This is an optimization exercise on Yosys and OpenROAD, whose aim is a short achievable clock period and few clock cycles, not a production implementation. In this exercise RTL edits were held to simulation tests only and were not proved equivalent to the original. Power figures rest on the tool's default switching activity, not on a simulated workload.

==> flow/design.v <==
`timescale 1ns/1ps
package cpu_pkg;
  localparam int XLEN    = 64;
  localparam int INSTR_W = 32;
  localparam int REG_AW  = 5;
  localparam logic [REG_AW-1:0] ZERO_REG = 5'd31;   
  typedef enum logic [10:0] {
    OP_LDUR = 11'b11111000010,
    OP_STUR = 11'b11111000000,
    OP_ADD  = 11'b10001011000,
    OP_SUB  = 11'b11001011000,
    OP_AND  = 11'b10001010000,
    OP_ORR  = 11'b10101010000
  } opcode_e;
  localparam logic [5:0] B_PREFIX   = 6'b000101;
  localparam logic [7:0] CBZ_PREFIX = 8'b10110100;
  typedef enum logic [1:0] {
    ALUOP_ADDR  = 2'b00,   
    ALUOP_PASS  = 2'b01,   
    ALUOP_RTYPE = 2'b10
  } alu_op_e;
  typedef enum logic [3:0] {
    ALU_AND    = 4'b0000,
    ALU_ORR    = 4'b0001,
    ALU_ADD    = 4'b0010,
    ALU_SUB    = 4'b0110,
    ALU_PASS_B = 4'b0111
  } alu_ctrl_e;
  typedef enum logic [1:0] {
    FWD_NONE = 2'b00,
    FWD_WB   = 2'b01,
    FWD_MEM  = 2'b10
  } fwd_sel_e;
endpackage
`timescale 1ns/1ps
module alu (
  input  logic [cpu_pkg::XLEN-1:0] a,
  input  logic [cpu_pkg::XLEN-1:0] b,       
  input  logic                     arith,   
  input  logic                     cin,     
  input  logic                     op_and,
  input  logic                     op_orr,
  output logic [cpu_pkg::XLEN-1:0] result,
  output logic                     zero
);
  localparam int N = cpu_pkg::XLEN;
  localparam int L = 6;   
  logic [N-1:0] h, g, t, c, k;
  logic [N-1:0] gg [L+1];
  logic [N-1:0] pp [L+1];
  always_comb begin
    for (int i = 0; i < N; i++) begin
      g[i] = arith & a[i] & b[i];
      t[i] = arith & (a[i] | b[i]);
      if (op_and)      h[i] = a[i] & b[i];
      else if (op_orr) h[i] = a[i] | b[i];
      else             h[i] = a[i] ^ b[i];
    end
  end
  always_comb begin
    gg[0] = g;
    pp[0] = t;
    gg[0][0] = g[0] | (t[0] & cin);
    for (int l = 0; l < L; l++) begin
      for (int i = 0; i < N; i++) begin
        if (i >= (1 << l)) begin
          gg[l+1][i] = gg[l][i] | (pp[l][i] & gg[l][i - (1 << l)]);
          pp[l+1][i] = pp[l][i] & pp[l][i - (1 << l)];
        end else begin
          gg[l+1][i] = gg[l][i];
          pp[l+1][i] = pp[l][i];
        end
      end
    end
    c = {gg[L][N-2:0], cin};
    k = {t[N-2:0], cin};
  end
  assign result = h ^ c;
  assign zero   = (h == k);
endmodule
`timescale 1ns/1ps
module register_file (
  input  logic                      CLOCK,
  input  logic                      rst_n,
  input  logic [cpu_pkg::REG_AW-1:0] rd_addr1,
  input  logic [cpu_pkg::REG_AW-1:0] rd_addr2,
  input  logic [31:0]               rd_oh1,   
  input  logic [31:0]               rd_oh2,   
  input  logic                      wb_en,
  input  logic [cpu_pkg::REG_AW-1:0] wb_reg,
  input  logic [cpu_pkg::XLEN-1:0]   wb_data,
  input  logic                      wb_zero,
  output logic [cpu_pkg::XLEN-1:0]   rd_data1,
  output logic [cpu_pkg::XLEN-1:0]   rd_data2,
  output logic                      rd_zero2
);
  logic [cpu_pkg::XLEN-1:0] regs [31];
  logic [30:0]              zflag;
  logic [30:0]              written;
  logic [cpu_pkg::XLEN-1:0] val [32];
  logic [31:0]              zval;
  always_ff @(posedge CLOCK or negedge rst_n) begin
    if (!rst_n) begin
      written <= '0;
    end else if (wb_en && wb_reg != cpu_pkg::ZERO_REG) begin
      written[wb_reg] <= 1'b1;
    end
  end
  always_ff @(posedge CLOCK) begin
    if (wb_en && wb_reg != cpu_pkg::ZERO_REG) begin
      regs[wb_reg]  <= wb_data;
      zflag[wb_reg] <= wb_zero;
    end
  end
  always_comb begin
    for (int i = 0; i < 31; i++) begin
      val[i]  = written[i] ? regs[i] : cpu_pkg::XLEN'(i);   
      zval[i] = written[i] ? zflag[i] : (i == 0);
    end
    val[31]  = '0;
    zval[31] = 1'b1;
  end
  logic [cpu_pkg::XLEN-1:0] rv1, rv2;
  logic                     rz2;
  always_comb begin
    rv1 = '0;
    rv2 = '0;
    rz2 = 1'b0;
    for (int i = 0; i < 32; i++) begin
      rv1 = rv1 | ({cpu_pkg::XLEN{rd_oh1[i]}} & val[i]);
      rv2 = rv2 | ({cpu_pkg::XLEN{rd_oh2[i]}} & val[i]);
      rz2 = rz2 | (rd_oh2[i] & zval[i]);
    end
  end
  assign rd_data1 = (wb_en && wb_reg == rd_addr1 && rd_addr1 != cpu_pkg::ZERO_REG) ? wb_data : rv1;
  assign rd_data2 = (wb_en && wb_reg == rd_addr2 && rd_addr2 != cpu_pkg::ZERO_REG) ? wb_data : rv2;
  assign rd_zero2 = (wb_en && wb_reg == rd_addr2 && rd_addr2 != cpu_pkg::ZERO_REG) ? wb_zero : rz2;
endmodule
`timescale 1ns/1ps
module arm_cpu #(
  parameter logic [cpu_pkg::XLEN-1:0] RESET_PC = '0
) (
  input  logic                       CLOCK,
  input  logic                       rst_n,
  input  logic [cpu_pkg::INSTR_W-1:0] instr,
  input  logic [cpu_pkg::XLEN-1:0]    mem_rdata,
  output logic [cpu_pkg::XLEN-1:0]    pc,
  output logic [cpu_pkg::XLEN-1:0]    mem_addr,
  output logic [cpu_pkg::XLEN-1:0]    mem_wdata,
  output logic                       mem_read,
  output logic                       mem_write
);
  localparam int XLEN = cpu_pkg::XLEN;
  localparam int SRC_RF = 0;   
  localparam int SRC_M  = 1;   
  localparam int SRC_W  = 2;   
  localparam int SRC_LD = 3;   
  localparam int SRC_MN = 3;   
  localparam int SRC_WN = 4;   
  logic             d_valid;
  logic [31:0]      d_instr;
  logic [XLEN-1:0]  d_pc;
  logic [XLEN-1:28] d_pc_inc;    
  logic [XLEN-1:28] d_pc_dec;    
  logic [27:0]      d_off;       
  logic             d_b, d_cbz, d_ld, d_st, d_alu, d_sub, d_and, d_orr;
  logic [31:0]      d_oh_a;      
  logic [31:0]      d_oh_b;      
  logic [XLEN-1:0]  d_pc4;       
  logic             d_pred;      
  logic             e_valid;
  logic             e_ld;
  logic             e_st;
  logic             e_wen;
  logic [4:0]       e_rd;
  logic             e_arith;
  logic             e_cin;
  logic             e_and;
  logic             e_orr;
  logic [XLEN-1:0]  e_a;
  logic [XLEN-1:0]  e_b;    
  logic [XLEN-1:0]  e_sd;   
  logic [2:0]       e_sel_a;
  logic [4:0]       e_sel_b;
  logic [3:0]       e_sel_s;
  logic             m_ld;
  logic             m_wen;
  logic [4:0]       m_rd;
  logic             m_zero;
  logic             w_en;
  logic [4:0]       w_rd;
  logic [XLEN-1:0]  w_data;
  logic             w_zero;
  logic [10:0]      op;
  logic [4:0]       rn, rm, rt, rb;
  logic             is_b, is_cbz, is_ld, is_st, is_alu;
  logic             i_sub, i_and, i_orr;
  logic             wen;
  logic             use_a, use_b_alu;
  logic [XLEN-1:0]  rf_a, rf_b;
  logic             rf_zb;
  logic [XLEN-1:0]  imm_d, target;
  logic             stall, taken, cbz_zero;
  logic             e_fast_zero;
  logic [2:0]       sel_a;
  logic [4:0]       sel_b;
  logic [3:0]       sel_s;
  assign op  = d_instr[31:21];
  assign rt  = d_instr[4:0];
  assign rn  = d_instr[9:5];
  assign rm  = d_instr[20:16];
  assign rb  = d_instr[28] ? rt : rm;   
  assign is_b   = d_valid && d_b;
  assign is_cbz = d_valid && d_cbz;
  assign is_ld  = d_valid && d_ld;
  assign is_st  = d_valid && d_st;
  assign i_sub  = d_sub;
  assign i_and  = d_and;
  assign i_orr  = d_orr;
  assign is_alu = d_valid && d_alu;
  assign wen    = (is_ld || is_alu) && rt != cpu_pkg::ZERO_REG;
  assign use_a     = is_ld || is_st || is_alu;
  assign use_b_alu = is_alu;
  register_file i_rf (
    .CLOCK, .rst_n,
    .rd_addr1(rn), .rd_addr2(rb), .rd_oh1(d_oh_a), .rd_oh2(d_oh_b),
    .wb_en(w_en), .wb_reg(w_rd), .wb_data(w_data), .wb_zero(w_zero),
    .rd_data1(rf_a), .rd_data2(rf_b), .rd_zero2(rf_zb)
  );
  assign stall = e_valid && e_ld && e_wen &&
                 ((use_a && rn == e_rd) || (use_b_alu && rm == e_rd) || (is_cbz && rt == e_rd));
  always_comb begin
    if (rt == cpu_pkg::ZERO_REG)             cbz_zero = 1'b1;
    else if (e_valid && e_wen && e_rd == rt) cbz_zero = e_fast_zero;
    else if (m_wen && m_rd == rt)            cbz_zero = m_ld ? (mem_rdata == '0) : m_zero;
    else                                     cbz_zero = rf_zb;   
  end
  logic redir_tgt, redir_seq;
  assign redir_tgt = (is_b && !d_pred) || (is_cbz && cbz_zero);
  assign redir_seq = d_valid && d_pred && !d_b && !(is_cbz && cbz_zero);
  assign taken     = !stall && (redir_tgt || redir_seq);
  logic [28:0] tgt_lo;
  assign tgt_lo = {1'b0, d_pc[27:0]} + {1'b0, d_off};
  always_comb begin
    target[27:0] = tgt_lo[27:0];
    if (tgt_lo[28] && !d_off[27])      target[XLEN-1:28] = d_pc_inc;
    else if (!tgt_lo[28] && d_off[27]) target[XLEN-1:28] = d_pc_dec;
    else                               target[XLEN-1:28] = d_pc[XLEN-1:28];
  end
  assign imm_d = {{(XLEN-9){d_instr[20]}}, d_instr[20:12]};   
  logic hit_e_a, hit_m_a, hit_e_b, hit_m_b;
  assign hit_e_a = e_valid && e_wen && e_rd == rn;
  assign hit_m_a = m_wen && m_rd == rn;
  assign hit_e_b = e_valid && e_wen && e_rd == rb;
  assign hit_m_b = m_wen && m_rd == rb;
  always_comb begin
    sel_a = '0;
    if (hit_e_a)      sel_a[SRC_M]  = 1'b1;
    else if (hit_m_a) sel_a[SRC_W]  = 1'b1;
    else              sel_a[SRC_RF] = 1'b1;
    sel_b = '0;
    if (is_alu && hit_e_b)      sel_b[i_sub ? SRC_MN : SRC_M] = 1'b1;
    else if (is_alu && hit_m_b) sel_b[i_sub ? SRC_WN : SRC_W] = 1'b1;
    else                        sel_b[SRC_RF] = 1'b1;
    sel_s = '0;
    if (hit_e_b) begin
      if (e_ld) sel_s[SRC_LD] = 1'b1;   
      else      sel_s[SRC_M]  = 1'b1;
    end else if (hit_m_b) sel_s[SRC_W]  = 1'b1;
    else                  sel_s[SRC_RF] = 1'b1;
  end
  always_ff @(posedge CLOCK or negedge rst_n) begin
    if (!rst_n) begin
      pc      <= RESET_PC;
      d_valid <= 1'b0;
    end else if (taken) begin
      pc      <= redir_tgt ? target : d_pc4;
      d_valid <= 1'b0;   
    end else if (!stall) begin
      pc      <= btb_hit ? btb_target : f_pc4;
      d_valid <= 1'b1;
    end
  end
  localparam int NBTB = 4;
  logic [NBTB-1:0] btb_v;
  logic [XLEN-1:0] btb_tag [NBTB];
  logic [XLEN-1:0] btb_tgt [NBTB];
  logic [1:0]      btb_ptr;
  logic            btb_hit;
  logic [XLEN-1:0] btb_target;
  logic [XLEN-1:0] f_pc4;
  logic            btb_fill;
  assign f_pc4 = pc + XLEN'(4);
  always_comb begin
    btb_hit    = 1'b0;
    btb_target = '0;
    for (int i = 0; i < NBTB; i++) begin
      if (btb_v[i] && btb_tag[i] == pc) begin
        btb_hit    = 1'b1;
        btb_target = btb_target | btb_tgt[i];
      end
    end
  end
  assign btb_fill = !stall && is_b && !d_pred;
  always_ff @(posedge CLOCK or negedge rst_n) begin
    if (!rst_n) begin
      btb_v   <= '0;
      btb_ptr <= '0;
    end else if (btb_fill) begin
      btb_v[btb_ptr] <= 1'b1;
      btb_ptr        <= btb_ptr + 2'd1;
    end
  end
  always_ff @(posedge CLOCK) begin
    if (btb_fill) begin
      btb_tag[btb_ptr] <= d_pc;
      btb_tgt[btb_ptr] <= target;
    end
  end
  logic [10:0] f_op;
  logic [4:0]  f_rb;
  logic        f_b;
  assign f_op = instr[31:21];
  assign f_b  = instr[31:26] == cpu_pkg::B_PREFIX;
  assign f_rb = instr[28] ? instr[4:0] : instr[20:16];
  always_ff @(posedge CLOCK) begin
    if (!stall) begin
      d_instr  <= instr;
      d_pc     <= pc;
      d_pc4    <= f_pc4;
      d_pred   <= btb_hit;
      d_pc_inc <= pc[XLEN-1:28] + 1'b1;
      d_pc_dec <= pc[XLEN-1:28] - 1'b1;
      d_off    <= f_b ? {instr[25:0], 2'b00} : {{7{instr[23]}}, instr[23:5], 2'b00};
      d_b      <= f_b;
      d_cbz    <= instr[31:24] == cpu_pkg::CBZ_PREFIX;
      d_ld     <= f_op == cpu_pkg::OP_LDUR;
      d_st     <= f_op == cpu_pkg::OP_STUR;
      d_alu    <= f_op == cpu_pkg::OP_ADD || f_op == cpu_pkg::OP_SUB ||
                  f_op == cpu_pkg::OP_AND || f_op == cpu_pkg::OP_ORR;
      d_sub    <= f_op == cpu_pkg::OP_SUB;
      d_and    <= f_op == cpu_pkg::OP_AND;
      d_orr    <= f_op == cpu_pkg::OP_ORR;
      d_oh_a   <= 32'd1 << instr[9:5];
      d_oh_b   <= 32'd1 << f_rb;
    end
  end
  always_ff @(posedge CLOCK or negedge rst_n) begin
    if (!rst_n) begin
      e_valid <= 1'b0;
      e_ld    <= 1'b0;
      e_st    <= 1'b0;
      e_wen   <= 1'b0;
    end else begin
      e_valid <= use_a && !stall;
      e_ld    <= is_ld && !stall;
      e_st    <= is_st && !stall;
      e_wen   <= wen && !stall;
    end
  end
  always_ff @(posedge CLOCK) begin
    e_rd      <= rt;
    e_arith   <= !(is_alu && (i_and || i_orr));
    e_cin     <= is_alu && i_sub;
    e_and     <= is_alu && i_and;
    e_orr     <= is_alu && i_orr;
    e_a       <= rf_a;
    e_b       <= !is_alu ? imm_d : (i_sub ? ~rf_b : rf_b);
    e_sd      <= rf_b;
    e_sel_a   <= sel_a;
    e_sel_b   <= sel_b;
    e_sel_s   <= sel_s;
  end
  logic [XLEN-1:0] op_a, op_b, alu_res, st_data;
  assign op_a = ({XLEN{e_sel_a[SRC_RF]}} & e_a) |
                ({XLEN{e_sel_a[SRC_M]}}  & mem_addr) |
                ({XLEN{e_sel_a[SRC_W]}}  & w_data);
  assign op_b = ({XLEN{e_sel_b[SRC_RF]}} & e_b) |
                ({XLEN{e_sel_b[SRC_M]}}  & mem_addr) |
                ({XLEN{e_sel_b[SRC_MN]}} & ~mem_addr) |
                ({XLEN{e_sel_b[SRC_W]}}  & w_data) |
                ({XLEN{e_sel_b[SRC_WN]}} & ~w_data);
  assign st_data = ({XLEN{e_sel_s[SRC_RF]}} & e_sd) |
                   ({XLEN{e_sel_s[SRC_M]}}  & mem_addr) |
                   ({XLEN{e_sel_s[SRC_W]}}  & w_data) |
                   ({XLEN{e_sel_s[SRC_LD]}} & mem_rdata);
  alu i_alu (
    .a(op_a), .b(op_b),
    .arith(e_arith), .cin(e_cin), .op_and(e_and), .op_orr(e_orr),
    .result(alu_res), .zero(e_fast_zero)
  );
  always_ff @(posedge CLOCK or negedge rst_n) begin
    if (!rst_n) begin
      m_ld      <= 1'b0;
      m_wen     <= 1'b0;
      mem_read  <= 1'b0;
      mem_write <= 1'b0;
    end else begin
      m_ld      <= e_ld;
      m_wen     <= e_wen;
      mem_read  <= e_ld;
      mem_write <= e_st;
    end
  end
  always_ff @(posedge CLOCK) begin
    m_rd      <= e_rd;
    m_zero    <= e_fast_zero;
    mem_addr  <= alu_res;   
    mem_wdata <= st_data;
  end
  always_ff @(posedge CLOCK or negedge rst_n) begin
    if (!rst_n) begin
      w_en <= 1'b0;
    end else begin
      w_en <= m_wen;
    end
  end
  always_ff @(posedge CLOCK) begin
    w_rd   <= m_rd;
    w_data <= m_ld ? mem_rdata : mem_addr;
    w_zero <= m_ld ? (mem_rdata == '0) : m_zero;
  end
endmodule
==> flow/flow/run.sh <==
#!/bin/bash
# Standard layout (the standard.sh, unchanged synthesis), with timing
# repair asked to aim below the clock period: the repair steps keep working
# until the setup slack reaches SETUP_SLACK_MARGIN (in ns) or no move helps.
set -o pipefail
bash standard.sh SETUP_SLACK_MARGIN=7.5 finish > standard_flow.log 2>&1
==> flow/standard.sh <==
#!/bin/bash
# synth_recipe.tcl (not shown) runs the flow's synth.tcl, then flattens the netlist and writes it again
# the make line also repeats each setting of config.mk as NAME=value (left out here)
make -C /OpenROAD-flow-scripts/flow DESIGN_CONFIG=/design/flow/config.mk WORK_HOME=/design/flow/orfs CLKGATE_MAP_FILE= SYNTH_SCRIPT=/design/flow/synth_recipe.tcl "${@:-finish}"
==> flow/config.mk <==
export PLATFORM = sky130hd
export DESIGN_NAME = arm_cpu
export DESIGN_NICKNAME = arm_cpu
export VERILOG_FILES = /design/flow/design.v
export SDC_FILE = /design/flow/constraint.sdc
export NUM_CORES = 4
export LEC_CHECK = 0
export ABC_CLOCK_PERIOD_IN_PS = 1000
export CAP_MARGIN = 20
export CELL_PAD_IN_SITES_DETAIL_PLACEMENT = 1
export CELL_PAD_IN_SITES_GLOBAL_PLACEMENT = 2
export CORE_MARGIN = 2
export CORE_UTILIZATION = 45
export PLACE_DENSITY = 0.55
export SETUP_SLACK_MARGIN = 5
export SLEW_MARGIN = 20
export TNS_END_PERCENT = 10
==> flow/constraint.sdc <==
create_clock -name core_clock -period 11.0 [get_ports {CLOCK}]
set_input_delay 2.2000 -clock core_clock [delete_from_list [all_inputs] [get_ports {CLOCK}]]
set_output_delay 2.2000 -clock core_clock [all_outputs]
set_load 0.01 [all_outputs]
==> impl_results.md <==
- Run status: failed layout checks
- Failing Checks: slew limit
- Placed wire-length estimate: 474000 um
- Std cell rows: approximately 210
- Worst Hold End: mem_write
- Initial cell density of the core: 0.451
- Worst-path clk slew: roughly 0.060 ns
- Total GRT Usage: 0.469
- Grt peak-use layer: met2
- Commonest register cell after synthesis: edfxtp_1
- Post-synth EDFFs: between 2k and 3k
- Setup crit start kind: flop
- Largest net degree at the start of global routing: 163
- Leading area contributor after synthesis: edfxtp_1
- Worst R2R Path Depth: 21
- CTS root buf: clkbuf_16
- Vias in the first global route: 120k
- Worst-Skew Late Latency: between 1 and 1.5 ns
- CTS tree: yes
- Global-route track usage on met3: 0.179
- Total CTS buffers: around 370
- Die Wd: roughly 580 um
- Average vias per placed instance: roughly 7.6
- Detailed Route WL: 817000 um
- Pleak: slightly above 60 nW
- Met2 usage: 0.660
- Wire per inst: 49.1 um
- Met1 Usage GRT: 0.621
- Worst slew pin tran: 1.52 ns
- Setup repair after global routing missed its margin: true
- Mapped Cells: 11.2k
- YS warnings: 6
- Post-synth net total: 11.5k
- Congestion Overflow GR: 0
- CORE AREA: 0.329 mm^2
- IO Port Bufs: 291
- DR iter-0 viols: 24.9k
- Antenna violations before repair: 85
- I/O pins: 292
- Area contributors post-synth: edfxtp_1 (57%), a22oi_1 (6.1%), dfxtp_1 (5.6%), a22o_1 (2.7%), a221oi_1 (2.6%)
- Seq/Total Area, Yosys: 0.647
- Cells on Worst Hold Path: 0
- Tmin final: 5.18 ns
- Die extent in y: 579 um
- Critical Path Fanout Max: 28
- Mapped Area: 0.149 mm^2
- First-pass GRT wire length: between 1000000 and 1500000 um
- Clk buf depth: 4
- Layout cells sized above 1: 0.174
- Sink Count: ~3.4k
- Syn-to-layout area delta: 19.8%
- Synth cell types: 102
- Post-synthesis register bit count: 3361
- TNS Setup: 0 ns
- Comb power frac: 0.092
- Clk_skew: slightly below 0.08 ns
- Nets: 12.2k
- Arr. time, crit path: 6.10 ns
- Maximum resistive drop on vdd: 0.128 mV
- Rel. slew slack: -0.0134
- Drt pass-1 iters: 12
- Int Pwr: 22.6 mW
- Routed via count: 127k
- Setup Viol. Count Final: 0
- Avg Cell Area, Syn: between 10 and 15 um^2
- Flop pwr share: 0.485
- Hold Violations, Final: 0
- Max Cap Violations: 0
- CTS Hold Bufs: 0
- Remaining antenna violation count: 0
- Clock network power share: 0.423
- F_max: 193 MHz
- Setup CP Type: reg2reg
- Net Sw Power: 7.79 mW
- Switching share of total power: 0.256
- Hold Crit Start: e_st
- Overall Power: about 30 mW
- # fillers: 31.9k
- Crit end category: flop
- CP Data Required Time: ~12 ns
- Slew Viols, Final: 26
- Power per cell area: around 170 mW/mm^2
- R2R setup slack: between 5 and 6 ns
- Fin crit share: 0.471
- CTS H-tree lvls: 5
- Crit Reg-Reg Endpoint: pc[48]
- Synth top area share: 0.572
- DIE AREA: 0.335 mm^2
- Hold Crit Class: reg2reg
- R2R Path Start: e_sel_a[2]
- Ys async rst share: 0.0327
- Hold Slack: about 0.35 ns
- RePlAce Congestion: 0.969
- DRC violations left: 0
[Yosys cell counts, types with 246 or more instances]
master / instances
a21oi_1: 304
a221oi_1: 442
a22o_1: 456
a22oi_1: 1211
clkbuf_1: 560
dfxtp_1: 417
edfxtp_1: 2834
nand2_1: 492
nand3_1: 408
nand4_1: 246
nor2_1: 557
xnor2_1: 328
[metal layers]
layer  up-vias  part of all wire
met1     64800              0.36
met5         -           0.00042
met4        46             0.071
met3      3034              0.16
li1      46400                 -
met2     12300              0.41
[final cells by class]
cell class              instances  area (um^2)  area share
diodes                         57          143    0.000801
flip-flops and latches       3361        96300       0.541
clock buffers                 500        10300      0.0579
inverters                     242          960     0.00539
well taps                    4366         5460      0.0307
clock inverters               190         1900      0.0107
repair buffers               1109        11600      0.0652
multi-input cells            6811        51400       0.288
repair inverters                5         53.8    0.000302
[cell usage in the layout (no fill, tap or decap), types with 172 or more instances in the layout]
cell | netlist | final
clkbuf_16 | 0 | 390
buf_4 | 22 | 573
xor2_1 | 204 | 202
dfxtp_1 | 417 | 386
clkdlybuf4s50_1 | 0 | 234
nand4_1 | 246 | 246
nand2_1 | 492 | 486
edfxtp_1 | 2834 | 2834
a21oi_1 | 304 | 265
a22oi_1 | 1211 | 1200
nand3_1 | 408 | 403
xnor2_1 | 328 | 325
inv_1 | 236 | 224
nor2_1 | 557 | 488
a22o_1 | 456 | 456
a222oi_1 | 191 | 191
a221oi_1 | 442 | 441
mux2i_1 | 193 | 172
[stage by stage]
step                instance area [um^2]  instances  utilization  setup WS [ns]
detailed placement                157000      15400        0.478           3.43
floorplan                         149000      11200            -           6.49
global route                      178000      16600        0.540           5.75
finish                            178000      16600        0.541           5.82
CTS                               175000      16400        0.530           6.10
global placement                  157000      15400        0.478           2.73
[worst max-delay path by stage]
stage,start,end,slack [ns],cells past startpoint
finish,e_sel_a[2],pc[48],5.82,21
global route,w_data[39],pc[48],5.75,21
floorplan,mem_rdata[15],pc[38],6.49,10
global placement,e_sel_b[2],pc[52],2.73,18
CTS,e_sel_a[1],pc[56],6.10,19
detailed placement,mem_rdata[46],pc[51],3.43,13
[power groups by stage]
| stage | Sequential (mW) | Clock [mW] | Combinational [mW] |
|---|---|---|---|
| 3_3_place_gp | 15.1 | 0 | 2.15 |
| 5_1_grt | 14.8 | 13.3 | 2.87 |
| 4_1_cts | 14.8 | 12.9 | 2.38 |
| 2_1_floorplan | 14.9 | 0 | 1.08 |
| 6_report | 14.8 | 12.9 | 2.78 |
| 3_5_place_dp | 15.1 | 0 | 2.21 |
[registers in the layout, indices dropped and copies added, names as in the netlist, 32 cells and up]
| name | count |
|---|---|
| i_rf.regs | 1984 |
| d_pc4 | 62 |
| d_pc | 64 |
| d_oh_b | 32 |
| e_a | 64 |
| d_pc_inc | 36 |
| btb_tgt | 248 |
| mem_wdata | 64 |
| pc | 64 |
| w_data | 64 |
| mem_addr | 64 |
| d_pc_dec | 35 |
| btb_tag | 256 |
| e_sd | 64 |
| e_b | 64 |
[what timing repair did]
action                      CTS  global route
cloned                       29            17
buffers inserted            240           166
setup endpoints to repair  2167          1934
resized for setup           516           353
pin swaps                   117            81
[critical path: stages, from the launching register on]
cell and delay, ns:
dfxtp_4 0.52, buf_16 0.30, a222oi_1 0.10, buf_4 0.17, buf_4 0.13, ha_2 0.20
and2b_2 0.29, nor4_4 0.06, a2111oi_4 0.48, o221ai_2 0.22, a2111oi_2 0.41, nand4_1 0.20
or4_4 0.67, o21ai_4 0.18, buf_12 0.17, buf_6 0.11, o211ai_4 0.10, nand2_2 0.15
buf_12 0.12, buf_12 0.16, o22ai_2 0.10, a21oi_1 0.18
[logic make-up after synthesis]
kind of cell	count (synthesis)	share of synthesized area
multiplexers	331	0.0234
AO/OA/AOI/OAI	3292	0.171
buffers and inverters	1087	0.0294
AND/OR/NAND/NOR	2475	0.0830
XOR/XNOR	532	0.0313
adder cells (fa/ha/maj)	169	0.0143
flip-flops	3361	0.647
Testbench counts, summed over its fixed seeds: cycles 58,749.

-- re-timing with driven ports --
In the flow no input, the clock included, has a driving cell. The finished layout below was timed again as built, in two steps.
Step 1 sets driving cells, clkbuf_16 on the clock port and buf_2 on the other inputs (assumed; they add their load-dependent delay and slew).
Step 2 also shifts input and output timing later by t, the mid clock arrival at the registers, as if the neighbouring blocks saw the same clock.
Slacks: no drivers / after step 1 / after step 2; pairs: no drivers / after step 1.
t, ns: 1.108
slack for setup (ns): 5.816 / 5.816 / 5.125
clock arrival spread, ns: 0.079 / 0.079
pins driven straight from the clock port: 1
For this run, drivers alone change the setup slack by 0.000 ns; drivers and shift together by -0.691 ns.
